This design comes from an exercise in tuning for a short achievable clock period and few clock cycles on the open sky130 flow, not from production work. In this exercise RTL edits were held to simulation tests only and were not proved equivalent to the original. Power and IR drop assume default switching activity.

[flow/run.sh]
#!/bin/bash
# synth_recipe.tcl (not shown) runs the flow's synth.tcl, then flattens the netlist and writes it again
# the make line also repeats each setting of config.mk as NAME=value (left out here)
make -C /OpenROAD-flow-scripts/flow DESIGN_CONFIG=/design/flow/config.mk WORK_HOME=/design/flow/orfs CLKGATE_MAP_FILE= SYNTH_SCRIPT=/design/flow/synth_recipe.tcl finish
[flow/config.mk]
export PLATFORM = sky130hd
export DESIGN_NAME = backend
export DESIGN_NICKNAME = backend
export VERILOG_FILES = /design/flow/design.v
export SDC_FILE = /design/flow/constraint.sdc
export NUM_CORES = 4
export LEC_CHECK = 0
export CAP_MARGIN = 20
export CORE_MARGIN = 2
export CORE_UTILIZATION = 40
export SLEW_MARGIN = 20
[flow/constraint.sdc]
create_clock -name core_clock -period 8.5 [get_ports {clk}]
set_input_delay 1.7000 -clock core_clock [delete_from_list [all_inputs] [get_ports {clk}]]
set_output_delay 1.7000 -clock core_clock [all_outputs]
set_load 0.01 [all_outputs]
[flow/design.v]
`default_nettype none
package backend_pkg;
    localparam int unsigned xlen = 32;
    typedef logic [xlen-1:0] word_t;
    typedef logic [4:0]      reg_idx_t;
    typedef enum logic [6:0] {
        op_reg    = 7'b0110011,
        op_imm    = 7'b0010011,
        op_load   = 7'b0000011,
        op_store  = 7'b0100011,
        op_branch = 7'b1100011,
        op_jal    = 7'b1101111,
        op_jalr   = 7'b1100111,
        op_lui    = 7'b0110111,
        op_auipc  = 7'b0010111
    } opcode_e;
    typedef enum logic [3:0] {
        alu_add,
        alu_sub,
        alu_sll,
        alu_slt,
        alu_sltu,
        alu_xor,
        alu_srl,
        alu_sra,
        alu_or,
        alu_and
    } alu_op_e;
    typedef enum logic [2:0] {
        mem_byte   = 3'b000,
        mem_half   = 3'b001,
        mem_word   = 3'b010,
        mem_byte_u = 3'b100,
        mem_half_u = 3'b101
    } mem_size_e;
    typedef enum logic [1:0] {
        fwd_reg,
        fwd_mem,
        fwd_wb
    } fwd_sel_e;
endpackage
`default_nettype wire
`default_nettype none
import backend_pkg::*;
module register_file (
    input  logic                  clk,
    input  logic                  rst_n,
    input  backend_pkg::reg_idx_t rs1,
    input  backend_pkg::reg_idx_t rs2,
    output backend_pkg::word_t    rs1_value,
    output backend_pkg::word_t    rs2_value,
    input  backend_pkg::reg_idx_t wb_rd,
    input  logic                  wb_write,
    input  backend_pkg::word_t    wb_data
);
    logic [backend_pkg::xlen-1:0] regs [1:31];
    logic            write_en;
    assign write_en = wb_write && (wb_rd != '0);
    function automatic logic [backend_pkg::xlen-1:0] read_port(logic [4:0] idx);
        if (idx == '0)
            read_port = '0;
        else if (write_en && (idx == wb_rd))
            read_port = wb_data;
        else
            read_port = regs[idx];
    endfunction
    always_comb begin
        rs1_value = read_port(rs1);
        rs2_value = read_port(rs2);
    end
    always_ff @(posedge clk) begin
        if (rst_n && write_en)
            regs[wb_rd] <= wb_data;
    end
endmodule
`default_nettype wire
`default_nettype none
import backend_pkg::*;
module decode_stage #(
    parameter logic [31:0] reset_pc = '0
) (
    input  logic                  clk,
    input  logic                  rst_n,
    input  logic                  instruction_valid,
    input  backend_pkg::word_t    pc_in,
    input  backend_pkg::word_t    instruction,
    output backend_pkg::reg_idx_t rs1,
    output backend_pkg::reg_idx_t rs2,
    input  backend_pkg::word_t    rs1_value,
    input  backend_pkg::word_t    rs2_value,
    input  logic                  hold,
    input  logic                  redirect,
    output logic                  load_use_stall,
    output backend_pkg::word_t    id_ex_pc,
    output backend_pkg::word_t    id_ex_rs1_value,
    output backend_pkg::word_t    id_ex_rs2_value,
    output backend_pkg::reg_idx_t id_ex_rs1,
    output backend_pkg::reg_idx_t id_ex_rs2,
    output backend_pkg::reg_idx_t id_ex_rd,
    output backend_pkg::word_t    id_ex_imm,
    output backend_pkg::alu_op_e  id_ex_alu_op,
    output logic                  id_ex_a_is_pc,
    output logic                  id_ex_b_is_imm,
    output logic                  id_ex_branch,
    output logic [2:0]            id_ex_funct3,
    output logic                  id_ex_jal,
    output logic                  id_ex_jalr,
    output logic                  id_ex_mem_read,
    output logic                  id_ex_mem_write,
    output backend_pkg::mem_size_e id_ex_mem_size,
    output logic                  id_ex_reg_write
);
    backend_pkg::opcode_e    opcode;
    logic [2:0] funct3;
    backend_pkg::word_t      imm_i;
    backend_pkg::word_t      imm_s;
    backend_pkg::word_t      imm_b;
    backend_pkg::word_t      imm_u;
    backend_pkg::word_t      imm_j;
    backend_pkg::word_t      imm;
    backend_pkg::alu_op_e    alu_op;
    logic       a_is_pc;
    logic       b_is_imm;
    logic       branch;
    logic       jal;
    logic       jalr;
    logic       mem_read;
    logic       mem_write;
    logic       reg_write;
    logic       bubble;
    function automatic logic [3:0] alu_from_funct(logic [2:0] f3, logic alt);
        case (f3)
            3'b000:  alu_from_funct = alt ? backend_pkg::alu_sub : backend_pkg::alu_add;
            3'b001:  alu_from_funct = backend_pkg::alu_sll;
            3'b010:  alu_from_funct = backend_pkg::alu_slt;
            3'b011:  alu_from_funct = backend_pkg::alu_sltu;
            3'b100:  alu_from_funct = backend_pkg::alu_xor;
            3'b101:  alu_from_funct = alt ? backend_pkg::alu_sra : backend_pkg::alu_srl;
            3'b110:  alu_from_funct = backend_pkg::alu_or;
            default: alu_from_funct = backend_pkg::alu_and;
        endcase
    endfunction
    assign opcode = backend_pkg::opcode_e'(instruction[6:0]);
    assign funct3 = instruction[14:12];
    assign rs1    = (opcode == backend_pkg::op_lui) ? '0 : instruction[19:15];
    assign rs2    = instruction[24:20];
    assign imm_i = {{(backend_pkg::xlen-12){instruction[31]}}, instruction[31:20]};
    assign imm_s = {{(backend_pkg::xlen-12){instruction[31]}}, instruction[31:25], instruction[11:7]};
    assign imm_b = {{(backend_pkg::xlen-13){instruction[31]}}, instruction[31], instruction[7],
                    instruction[30:25], instruction[11:8], 1'b0};
    assign imm_u = {instruction[31:12], 12'b0};
    assign imm_j = {{(backend_pkg::xlen-21){instruction[31]}}, instruction[31], instruction[19:12],
                    instruction[20], instruction[30:21], 1'b0};
    always_comb begin
        alu_op    = backend_pkg::alu_add;
        imm       = imm_i;
        a_is_pc   = 1'b0;
        b_is_imm  = 1'b1;
        branch    = 1'b0;
        jal       = 1'b0;
        jalr      = 1'b0;
        mem_read  = 1'b0;
        mem_write = 1'b0;
        reg_write = 1'b0;
        case (opcode)
            backend_pkg::op_reg: begin
                alu_op    = backend_pkg::alu_op_e'(alu_from_funct(funct3, instruction[30]));
                b_is_imm  = 1'b0;
                reg_write = 1'b1;
            end
            backend_pkg::op_imm: begin
                alu_op    = backend_pkg::alu_op_e'(alu_from_funct(funct3, (funct3 == 3'b101) && instruction[30]));
                reg_write = 1'b1;
            end
            backend_pkg::op_load: begin
                mem_read  = 1'b1;
                reg_write = 1'b1;
            end
            backend_pkg::op_store: begin
                imm       = imm_s;
                mem_write = 1'b1;
            end
            backend_pkg::op_branch: begin
                imm      = imm_b;
                b_is_imm = 1'b0;
                branch   = 1'b1;
            end
            backend_pkg::op_jal: begin
                imm       = imm_j;
                jal       = 1'b1;
                reg_write = 1'b1;
            end
            backend_pkg::op_jalr: begin
                jalr      = 1'b1;
                reg_write = 1'b1;
            end
            backend_pkg::op_lui: begin
                imm       = imm_u;
                reg_write = 1'b1;
            end
            backend_pkg::op_auipc: begin
                imm       = imm_u;
                a_is_pc   = 1'b1;
                reg_write = 1'b1;
            end
            default: ;
        endcase
    end
    assign load_use_stall = instruction_valid && id_ex_mem_read && (id_ex_rd != '0)
                            && ((id_ex_rd == rs1) || (id_ex_rd == rs2));
    assign bubble = redirect || load_use_stall || !instruction_valid;
    always_ff @(posedge clk or negedge rst_n) begin
        if (!rst_n) begin
            id_ex_pc        <= reset_pc;
            id_ex_branch    <= 1'b0;
            id_ex_jal       <= 1'b0;
            id_ex_jalr      <= 1'b0;
            id_ex_mem_read  <= 1'b0;
            id_ex_mem_write <= 1'b0;
            id_ex_reg_write <= 1'b0;
        end else if (!hold) begin
            id_ex_pc        <= bubble ? reset_pc : pc_in;
            id_ex_branch    <= branch && !bubble;
            id_ex_jal       <= jal && !bubble;
            id_ex_jalr      <= jalr && !bubble;
            id_ex_mem_read  <= mem_read && !bubble;
            id_ex_mem_write <= mem_write && !bubble;
            id_ex_reg_write <= reg_write && !bubble;
        end
    end
    always_ff @(posedge clk) begin
        if (!hold) begin
            id_ex_rs1_value <= rs1_value;
            id_ex_rs2_value <= rs2_value;
            id_ex_rs1       <= rs1;
            id_ex_rs2       <= rs2;
            id_ex_rd        <= instruction[11:7];
            id_ex_imm       <= imm;
            id_ex_alu_op    <= alu_op;
            id_ex_a_is_pc   <= a_is_pc;
            id_ex_b_is_imm  <= b_is_imm;
            id_ex_funct3    <= funct3;
            id_ex_mem_size  <= backend_pkg::mem_size_e'(funct3);
        end
    end
endmodule
`default_nettype wire
`default_nettype none
import backend_pkg::*;
module execute_stage (
    input  logic                  clk,
    input  logic                  rst_n,
    input  logic                  hold,
    input  backend_pkg::word_t    id_ex_pc,
    input  backend_pkg::word_t    id_ex_rs1_value,
    input  backend_pkg::word_t    id_ex_rs2_value,
    input  backend_pkg::reg_idx_t id_ex_rs1,
    input  backend_pkg::reg_idx_t id_ex_rs2,
    input  backend_pkg::reg_idx_t id_ex_rd,
    input  backend_pkg::word_t    id_ex_imm,
    input  backend_pkg::alu_op_e  id_ex_alu_op,
    input  logic                  id_ex_a_is_pc,
    input  logic                  id_ex_b_is_imm,
    input  logic                  id_ex_branch,
    input  logic [2:0]            id_ex_funct3,
    input  logic                  id_ex_jal,
    input  logic                  id_ex_jalr,
    input  logic                  id_ex_mem_read,
    input  logic                  id_ex_mem_write,
    input  backend_pkg::mem_size_e id_ex_mem_size,
    input  logic                  id_ex_reg_write,
    output backend_pkg::word_t    ex_mem_result,
    output backend_pkg::word_t    ex_mem_store_data,
    output backend_pkg::reg_idx_t ex_mem_rd,
    output logic                  ex_mem_reg_write,
    output logic                  ex_mem_mem_read,
    output logic                  ex_mem_mem_write,
    output backend_pkg::mem_size_e ex_mem_mem_size,
    input  backend_pkg::reg_idx_t wb_rd,
    input  logic                  wb_write,
    input  backend_pkg::word_t    wb_data,
    output logic                  redirect,
    output backend_pkg::word_t    redirect_pc
);
    localparam int shamt_w = $clog2(backend_pkg::xlen);
    backend_pkg::fwd_sel_e           fwd_a;
    backend_pkg::fwd_sel_e           fwd_b;
    backend_pkg::word_t              rs1_fwd;
    backend_pkg::word_t              rs2_fwd;
    backend_pkg::word_t              op_a;
    backend_pkg::word_t              op_b;
    backend_pkg::word_t              alu_out;
    logic [shamt_w-1:0] shamt;
    logic               cond;
    function automatic logic [1:0] fwd_select(logic [4:0] rs);
        if (ex_mem_reg_write && (ex_mem_rd != '0) && (ex_mem_rd == rs))
            fwd_select = backend_pkg::fwd_mem;
        else if (wb_write && (wb_rd != '0) && (wb_rd == rs))
            fwd_select = backend_pkg::fwd_wb;
        else
            fwd_select = backend_pkg::fwd_reg;
    endfunction
    function automatic logic [backend_pkg::xlen-1:0] fwd_value(logic [1:0] sel, logic [backend_pkg::xlen-1:0] reg_value);
        case (sel)
            backend_pkg::fwd_mem: fwd_value = ex_mem_result;
            backend_pkg::fwd_wb:  fwd_value = wb_data;
            default: fwd_value = reg_value;
        endcase
    endfunction
    always_comb begin
        fwd_a   = backend_pkg::fwd_sel_e'(fwd_select(id_ex_rs1));
        fwd_b   = backend_pkg::fwd_sel_e'(fwd_select(id_ex_rs2));
        rs1_fwd = fwd_value(fwd_a, id_ex_rs1_value);
        rs2_fwd = fwd_value(fwd_b, id_ex_rs2_value);
    end
    assign op_a  = id_ex_a_is_pc ? id_ex_pc : rs1_fwd;
    assign op_b  = id_ex_b_is_imm ? id_ex_imm : rs2_fwd;
    assign shamt = op_b[shamt_w-1:0];
    always_comb begin
        case (id_ex_alu_op)
            backend_pkg::alu_sub:  alu_out = op_a - op_b;
            backend_pkg::alu_sll:  alu_out = op_a << shamt;
            backend_pkg::alu_slt:  alu_out = {{(backend_pkg::xlen-1){1'b0}}, $signed(op_a) < $signed(op_b)};
            backend_pkg::alu_sltu: alu_out = {{(backend_pkg::xlen-1){1'b0}}, op_a < op_b};
            backend_pkg::alu_xor:  alu_out = op_a ^ op_b;
            backend_pkg::alu_srl:  alu_out = op_a >> shamt;
            backend_pkg::alu_sra:  alu_out = $signed(op_a) >>> shamt;
            backend_pkg::alu_or:   alu_out = op_a | op_b;
            backend_pkg::alu_and:  alu_out = op_a & op_b;
            default:  alu_out = op_a + op_b;
        endcase
    end
    always_comb begin
        case (id_ex_funct3)
            3'b000:  cond = rs1_fwd == rs2_fwd;
            3'b001:  cond = rs1_fwd != rs2_fwd;
            3'b100:  cond = $signed(rs1_fwd) < $signed(rs2_fwd);
            3'b101:  cond = $signed(rs1_fwd) >= $signed(rs2_fwd);
            3'b110:  cond = rs1_fwd < rs2_fwd;
            3'b111:  cond = rs1_fwd >= rs2_fwd;
            default: cond = 1'b0;
        endcase
    end
    assign redirect    = id_ex_jal || id_ex_jalr || (id_ex_branch && cond);
    assign redirect_pc = id_ex_jalr ? ((rs1_fwd + id_ex_imm) & ~backend_pkg::word_t'(1))
                                    : (id_ex_pc + id_ex_imm);
    always_ff @(posedge clk or negedge rst_n) begin
        if (!rst_n) begin
            ex_mem_reg_write <= 1'b0;
            ex_mem_mem_read  <= 1'b0;
            ex_mem_mem_write <= 1'b0;
        end else if (!hold) begin
            ex_mem_reg_write <= id_ex_reg_write;
            ex_mem_mem_read  <= id_ex_mem_read;
            ex_mem_mem_write <= id_ex_mem_write;
        end
    end
    always_ff @(posedge clk) begin
        if (!hold) begin
            ex_mem_result     <= (id_ex_jal || id_ex_jalr) ? id_ex_pc + backend_pkg::word_t'(4) : alu_out;
            ex_mem_store_data <= rs2_fwd;
            ex_mem_rd         <= id_ex_rd;
            ex_mem_mem_size   <= id_ex_mem_size;
        end
    end
endmodule
`default_nettype wire
`default_nettype none
import backend_pkg::*;
module memory_stage (
    input  logic                                clk,
    input  logic                                rst_n,
    input  logic                                hold,
    input  backend_pkg::word_t                  ex_mem_result,
    input  backend_pkg::word_t                  ex_mem_store_data,
    input  backend_pkg::reg_idx_t               ex_mem_rd,
    input  logic                                ex_mem_reg_write,
    input  logic                                ex_mem_mem_read,
    input  logic                                ex_mem_mem_write,
    input  backend_pkg::mem_size_e              ex_mem_mem_size,
    output backend_pkg::word_t                  mem_address,
    output backend_pkg::word_t                  mem_write_data,
    output logic [backend_pkg::xlen/8-1:0]      mem_byte_enable,
    output logic                                mem_write,
    output logic                                mem_read,
    input  backend_pkg::word_t                  mem_read_data,
    output backend_pkg::reg_idx_t               wb_rd,
    output logic                                wb_write,
    output backend_pkg::word_t                  wb_data
);
    localparam int lanes = backend_pkg::xlen / 8;
    logic [1:0] lane;
    backend_pkg::word_t      shifted;
    backend_pkg::word_t      load_data;
    backend_pkg::word_t      wb_load;
    backend_pkg::word_t      wb_result;
    logic       wb_is_load;
    assign mem_address = ex_mem_result;
    assign mem_write   = ex_mem_mem_write;
    assign mem_read    = ex_mem_mem_read;
    assign lane        = ex_mem_result[1:0];
    always_comb begin
        case (ex_mem_mem_size)
            backend_pkg::mem_byte, backend_pkg::mem_byte_u: begin
                mem_write_data  = {lanes{ex_mem_store_data[7:0]}};
                mem_byte_enable = {{(lanes-1){1'b0}}, 1'b1} << lane;
            end
            backend_pkg::mem_half, backend_pkg::mem_half_u: begin
                mem_write_data  = {(lanes/2){ex_mem_store_data[15:0]}};
                mem_byte_enable = {{(lanes-2){1'b0}}, 2'b11} << {lane[1], 1'b0};
            end
            default: begin
                mem_write_data  = ex_mem_store_data;
                mem_byte_enable = '1;
            end
        endcase
    end
    assign shifted = mem_read_data >> {lane, 3'b000};
    always_comb begin
        case (ex_mem_mem_size)
            backend_pkg::mem_byte:   load_data = {{(backend_pkg::xlen-8){shifted[7]}}, shifted[7:0]};
            backend_pkg::mem_byte_u: load_data = {{(backend_pkg::xlen-8){1'b0}}, shifted[7:0]};
            backend_pkg::mem_half:   load_data = {{(backend_pkg::xlen-16){shifted[15]}}, shifted[15:0]};
            backend_pkg::mem_half_u: load_data = {{(backend_pkg::xlen-16){1'b0}}, shifted[15:0]};
            default:    load_data = mem_read_data;
        endcase
    end
    always_ff @(posedge clk or negedge rst_n) begin
        if (!rst_n)
            wb_write <= 1'b0;
        else if (!hold)
            wb_write <= ex_mem_reg_write;
    end
    always_ff @(posedge clk) begin
        if (!hold) begin
            wb_rd      <= ex_mem_rd;
            wb_load    <= load_data;
            wb_result  <= ex_mem_result;
            wb_is_load <= ex_mem_mem_read;
        end
    end
    assign wb_data = wb_is_load ? wb_load : wb_result;
endmodule
`default_nettype wire
`default_nettype none
import backend_pkg::*;
module backend #(
    parameter logic [31:0] reset_pc = '0
) (
    input  logic                           clk,
    input  logic                           rst_n,
    input  logic                           instruction_valid,
    input  backend_pkg::word_t             pc_in,
    input  backend_pkg::word_t             instruction,
    output backend_pkg::word_t             mem_address,
    output backend_pkg::word_t             mem_write_data,
    output logic [backend_pkg::xlen/8-1:0] mem_byte_enable,
    output logic                           mem_write,
    output logic                           mem_read,
    input  backend_pkg::word_t             mem_read_data,
    input  logic                           mem_busy,
    output logic                           stall,
    output logic                           redirect,
    output backend_pkg::word_t             redirect_pc
);
    backend_pkg::reg_idx_t rs1;
    backend_pkg::reg_idx_t rs2;
    backend_pkg::word_t    rs1_value;
    backend_pkg::word_t    rs2_value;
    backend_pkg::reg_idx_t wb_rd;
    logic     wb_write;
    backend_pkg::word_t    wb_data;
    logic     load_use_stall;
    backend_pkg::word_t      id_ex_pc;
    backend_pkg::word_t      id_ex_rs1_value;
    backend_pkg::word_t      id_ex_rs2_value;
    backend_pkg::reg_idx_t   id_ex_rs1;
    backend_pkg::reg_idx_t   id_ex_rs2;
    backend_pkg::reg_idx_t   id_ex_rd;
    backend_pkg::word_t      id_ex_imm;
    backend_pkg::alu_op_e    id_ex_alu_op;
    logic       id_ex_a_is_pc;
    logic       id_ex_b_is_imm;
    logic       id_ex_branch;
    logic [2:0] id_ex_funct3;
    logic       id_ex_jal;
    logic       id_ex_jalr;
    logic       id_ex_mem_read;
    logic       id_ex_mem_write;
    backend_pkg::mem_size_e  id_ex_mem_size;
    logic       id_ex_reg_write;
    backend_pkg::word_t      ex_mem_result;
    backend_pkg::word_t      ex_mem_store_data;
    backend_pkg::reg_idx_t   ex_mem_rd;
    logic       ex_mem_reg_write;
    logic       ex_mem_mem_read;
    logic       ex_mem_mem_write;
    backend_pkg::mem_size_e  ex_mem_mem_size;
    assign stall = load_use_stall || mem_busy;
    register_file i_register_file (
        .clk       (clk),
        .rst_n     (rst_n),
        .rs1       (rs1),
        .rs2       (rs2),
        .rs1_value (rs1_value),
        .rs2_value (rs2_value),
        .wb_rd     (wb_rd),
        .wb_write  (wb_write),
        .wb_data   (wb_data)
    );
    decode_stage #(
        .reset_pc (reset_pc)
    ) i_decode_stage (
        .clk               (clk),
        .rst_n             (rst_n),
        .instruction_valid (instruction_valid),
        .pc_in             (pc_in),
        .instruction       (instruction),
        .rs1               (rs1),
        .rs2               (rs2),
        .rs1_value         (rs1_value),
        .rs2_value         (rs2_value),
        .hold              (mem_busy),
        .redirect          (redirect),
        .load_use_stall    (load_use_stall),
        .id_ex_pc           (id_ex_pc),
        .id_ex_rs1_value    (id_ex_rs1_value),
        .id_ex_rs2_value    (id_ex_rs2_value),
        .id_ex_rs1          (id_ex_rs1),
        .id_ex_rs2          (id_ex_rs2),
        .id_ex_rd           (id_ex_rd),
        .id_ex_imm          (id_ex_imm),
        .id_ex_alu_op       (id_ex_alu_op),
        .id_ex_a_is_pc      (id_ex_a_is_pc),
        .id_ex_b_is_imm     (id_ex_b_is_imm),
        .id_ex_branch       (id_ex_branch),
        .id_ex_funct3       (id_ex_funct3),
        .id_ex_jal          (id_ex_jal),
        .id_ex_jalr         (id_ex_jalr),
        .id_ex_mem_read     (id_ex_mem_read),
        .id_ex_mem_write    (id_ex_mem_write),
        .id_ex_mem_size     (id_ex_mem_size),
        .id_ex_reg_write    (id_ex_reg_write)
    );
    execute_stage i_execute_stage (
        .clk         (clk),
        .rst_n       (rst_n),
        .hold        (mem_busy),
        .id_ex_pc           (id_ex_pc),
        .id_ex_rs1_value    (id_ex_rs1_value),
        .id_ex_rs2_value    (id_ex_rs2_value),
        .id_ex_rs1          (id_ex_rs1),
        .id_ex_rs2          (id_ex_rs2),
        .id_ex_rd           (id_ex_rd),
        .id_ex_imm          (id_ex_imm),
        .id_ex_alu_op       (id_ex_alu_op),
        .id_ex_a_is_pc      (id_ex_a_is_pc),
        .id_ex_b_is_imm     (id_ex_b_is_imm),
        .id_ex_branch       (id_ex_branch),
        .id_ex_funct3       (id_ex_funct3),
        .id_ex_jal          (id_ex_jal),
        .id_ex_jalr         (id_ex_jalr),
        .id_ex_mem_read     (id_ex_mem_read),
        .id_ex_mem_write    (id_ex_mem_write),
        .id_ex_mem_size     (id_ex_mem_size),
        .id_ex_reg_write    (id_ex_reg_write),
        .ex_mem_result      (ex_mem_result),
        .ex_mem_store_data  (ex_mem_store_data),
        .ex_mem_rd          (ex_mem_rd),
        .ex_mem_reg_write   (ex_mem_reg_write),
        .ex_mem_mem_read    (ex_mem_mem_read),
        .ex_mem_mem_write   (ex_mem_mem_write),
        .ex_mem_mem_size    (ex_mem_mem_size),
        .wb_rd       (wb_rd),
        .wb_write    (wb_write),
        .wb_data     (wb_data),
        .redirect    (redirect),
        .redirect_pc (redirect_pc)
    );
    memory_stage i_memory_stage (
        .clk             (clk),
        .rst_n           (rst_n),
        .hold            (mem_busy),
        .ex_mem_result      (ex_mem_result),
        .ex_mem_store_data  (ex_mem_store_data),
        .ex_mem_rd          (ex_mem_rd),
        .ex_mem_reg_write   (ex_mem_reg_write),
        .ex_mem_mem_read    (ex_mem_mem_read),
        .ex_mem_mem_write   (ex_mem_mem_write),
        .ex_mem_mem_size    (ex_mem_mem_size),
        .mem_address     (mem_address),
        .mem_write_data  (mem_write_data),
        .mem_byte_enable (mem_byte_enable),
        .mem_write       (mem_write),
        .mem_read        (mem_read),
        .mem_read_data   (mem_read_data),
        .wb_rd           (wb_rd),
        .wb_write        (wb_write),
        .wb_data         (wb_data)
    );
endmodule
`default_nettype wire
==> flow_summary.yaml <==
placed_design:
  placed_area_sq_um: 79600
  portBuffers: 203
  hpwl_mm: 220
  dp_cells: 8612
  gp_congestion: 1.06
worst_setup_path:
  cp.buffers_inverters: 3
  reg2reg_to: "i_execute_stage.ex_mem_result[13]"
  crit_family: "compound AO/OA/AOI/OAI gates"
  reg2reg_slack_ns: 1.28
  crit_path_start: "i_memory_stage.wb_rd[1]"
  r2r_cells: 21
  crit_path_max_incr_delay_ns: 0.56
  cp.required_ns: 6.80
  crit_type: "reg2out"
  crit_chain: "or2_4 -> o41ai_4 -> buf_4 -> buf_4 -> nor4_1 -> o31ai_2 -> ha_1 -> a21o_1 -> a21o_1 -> a221oi_1 -> o21a_1 -> o21ai_0 -> a31oi_2 -> o21ai_1 -> a21oi_1 -> nor2b_1 -> nor4b_1 -> nand4b_1 -> xnor2_1 -> clkdlybuf4s50_1"
  endpoint: "redirect_pc[31]"
  end_kind: "output port"
  crit_slowest_cell: "clkdlybuf4s50_1"
  timing.rr.start: "i_memory_stage.wb_rd[1]"
  cp.arrival_ns: 6.49
  cp-start-kind: "register"
  path_depth: 20
  worstPathMaxFanout: 10
pwr:
  power_mw: 18.0
  p_leak_nw: 29.4
  ir_drop_v: 0.000227
  power_density_nw_per_um2: 213
detailed_routing:
  first_pass_iters: 8
  met2RoutedLength_mm: 151
  drt-met1-wl_mm: 125
  drc: 0
  antenna_left: 0
  vias_per_cell: 6.69
  dr.first_iter.drc_count: 8291
  finalWirelength_mm: 329
  vias: 59511
  top_layer: "met4"
  post_drt_wl_per_cell_um: 37.0
  routed-wl-met3_mm: 28.9
cells_and_area:
  finish.instance_area_sq_um: 84700
  layout-drive-gt1-share_pct: 13.6
  final_common_cell: "edfxtp_1"
  layout_common_cells: "edfxtp_1 (1254), mux2i_1 (476), nor2_1 (446)"
  layout.nets: 6590
  fin_util_pct: 45.8
  final_cells: 8898
  area_growth_pct: 14.1
clocking:
  cts_buffers: 146
  hold_buffers: 0
  clk_latency_ns: 0.84
  h-tree-depth: 4
  clock_path_buffers: 3
  cts.sinks: 1296
  cts_tree: "yes"
  cts_root_buf: "clkbuf_16"
  path_clk_slew_ns: 0.06
sta:
  max_freq_ghz: 0.122
  setup_viol: 0
  relSlewSlack_pct: 20.3
  tightest_slew_ns: 1.19
  hold_violations: 0
  period_needed_ns: 8.19
  slew_viol_final: 0
  timing.hold.ws_ns: 0.513
  finalCritPeriodShare_pct: 96.4
  finClkSkew_ns: 0.0457
  rsz0062_at_grt: "yes"
min_path:
  min_path_cells: 1
  holdCritStartpoint: "i_decode_stage.id_ex_mem_write"
  worstHoldPathType: "reg2reg"
grt:
  grt_pass1_wl_mm: 454
  grt_max_degree: 159
  antenna_found_initial: 18
  grt_pass1_vias: 56614
  gr-usage-all-layers_pct: 33.8
  gr-total-overflow: 0
flow_run:
  cap_violations: 0
synthesis:
  synth_ff_type: "edfxtp_1"
  synth_area_leader_cell: "edfxtp_1"
  synth_area_sq_um: 74200
  ys_ff_latch: 1296
  synthTopCellsByArea: "edfxtp_1 (51%), mux4_2 (6.9%), mux2i_1 (6.6%)"
  yosys_warnings: 4
  postSynthAreaPerCell_sq_um: 11.9
  async_flop_share_pct: 3.24
  postSynthCellCount: 6217
  synth_edf_count: 1254
  synth_fp_nets: 6512
  synth_top_cell_area_share_pct: 50.7
  synthDistinctLibCells: 91
  synth_seq_area_share_pct: 52.1
die:
  die_h_um: 435
  die_w_um: 435
  ios: 204
  row_count: 158
  initial_utilization_pct: 40.2
  fp.coreArea_sq_um: 185000
  dieArea_sq_um: 189000
run_status:
  status: "timing/DRC/antenna clean"
worst min path at each step:
stage,endpoint
after CTS,i_execute_stage.ex_mem_mem_write
after global placement,i_execute_stage.ex_mem_mem_write
after detailed placement,i_execute_stage.ex_mem_mem_write
after floorplan,i_decode_stage.id_ex_branch
final,i_execute_stage.ex_mem_mem_write
after global routing,i_decode_stage.id_ex_mem_write
final cells by class:
cell class / count / area (sq um)
clock inverters: 81 / 995
well taps: 2480 / 3100
repair buffers: 438 / 4010
flip-flops and latches: 1296 / 38700
diodes: 7 / 17.5
clock buffers: 183 / 3910
inverters: 174 / 681
multi-input cells: 4239 / 33300
fillers: 16782 / 100000
per-stage QoR:
step / TNS, ns / worst slack, ns
after global routing: -0.0349 / -0.0349
after detailed placement: 0 / 0.501
after global placement: 0 / 0.455
after CTS: 0 / 0.0248
final: 0 / 0.307
after floorplan: 0 / 0.761
timing repair:
action | in CTS | in global routing
pin swaps | 1 | 2
hold endpoints to repair | 0 | 0
setup endpoints to repair | 8 | 7
setup buffers | 2 | 12
gates resized for setup | 5 | 9
layer usage:
layer | track usage (%) | up-vias
li1 | - | 24816
met1 | 43.1 | 30053
met2 | 53.5 | 3761
met3 | 6.01 | 881
met4 | 21.0 | 0
met5 | 0 | -
flip-flops by register name, indices dropped and copies added, names as in the netlist, 3 cells and up:
register,flops
i_decode_stage.id_ex_alu_op,4
i_decode_stage.id_ex_funct3,3
i_decode_stage.id_ex_imm,32
i_decode_stage.id_ex_pc,32
i_decode_stage.id_ex_rd,5
i_decode_stage.id_ex_rs1,5
i_decode_stage.id_ex_rs1_value,32
i_decode_stage.id_ex_rs2,5
i_decode_stage.id_ex_rs2_value,32
i_execute_stage.ex_mem_mem_size,3
i_execute_stage.ex_mem_rd,5
i_execute_stage.ex_mem_result,32
i_execute_stage.ex_mem_store_data,32
i_memory_stage.wb_load,32
i_memory_stage.wb_rd,5
i_memory_stage.wb_result,32
i_register_file.regs,992
where the power goes:
group	internal, mW	switching, mW	leakage, nW	total (mW)
logic	1.26	2.53	15.0	3.79
registers	7.32	0.323	12.1	7.64
clock network	3.81	2.79	2.38	6.60
total	12.4	5.64	29.4	18.0
cells in the mapped netlist (all sizes together), types with 91 or more instances:
cell type,n
xnor2,98
mux2i,486
o221ai,228
ha,191
mux4,227
buf,125
clkbuf,383
inv,172
nor2,487
o22ai,170
o21ai,352
o211ai,91
a21oi,391
edfxtp,1254
nand2,320
a211oi,169
kinds of logic after synthesis:
logic type	count (synthesis)	synth area share, %
simple gates	1208	7.40
compound gates	1911	17.3
fa+ha+maj	195	3.33
xor+xnor	144	1.70
flops	1296	52.1
mux	781	14.5
buf+inv	682	3.64
Testbench counts, summed over its fixed seeds: cycles 8,957.

-- static timing again, ports no longer ideal --
Ports are ideal in the flow. The routed layout listed here was re-timed in OpenROAD.
Step 1: set_driving_cell puts a clkbuf_16 on clk and a buf_2 on each other input, an assumption about the parent block.
Step 2 adds t to the input delays and takes it off the output delays; t is the mean of the earliest and latest rising clock arrival at the registers after step 1. Input paths then give back, and output paths get back, about the clock's delay inside the block.
Slacks: ideal / step 1 / step 2; pairs: ideal / step 1.
shift t [ns]: 0.897
setup slack, ns: 0.307 / 0.227 / 1.124
worst setup path at the end: register to output
pins driven straight from the clock port: 1
After both steps setup and hold are still met in this run. For this run, drivers alone change the setup slack by -0.080 ns; drivers and shift together by +0.817 ns.
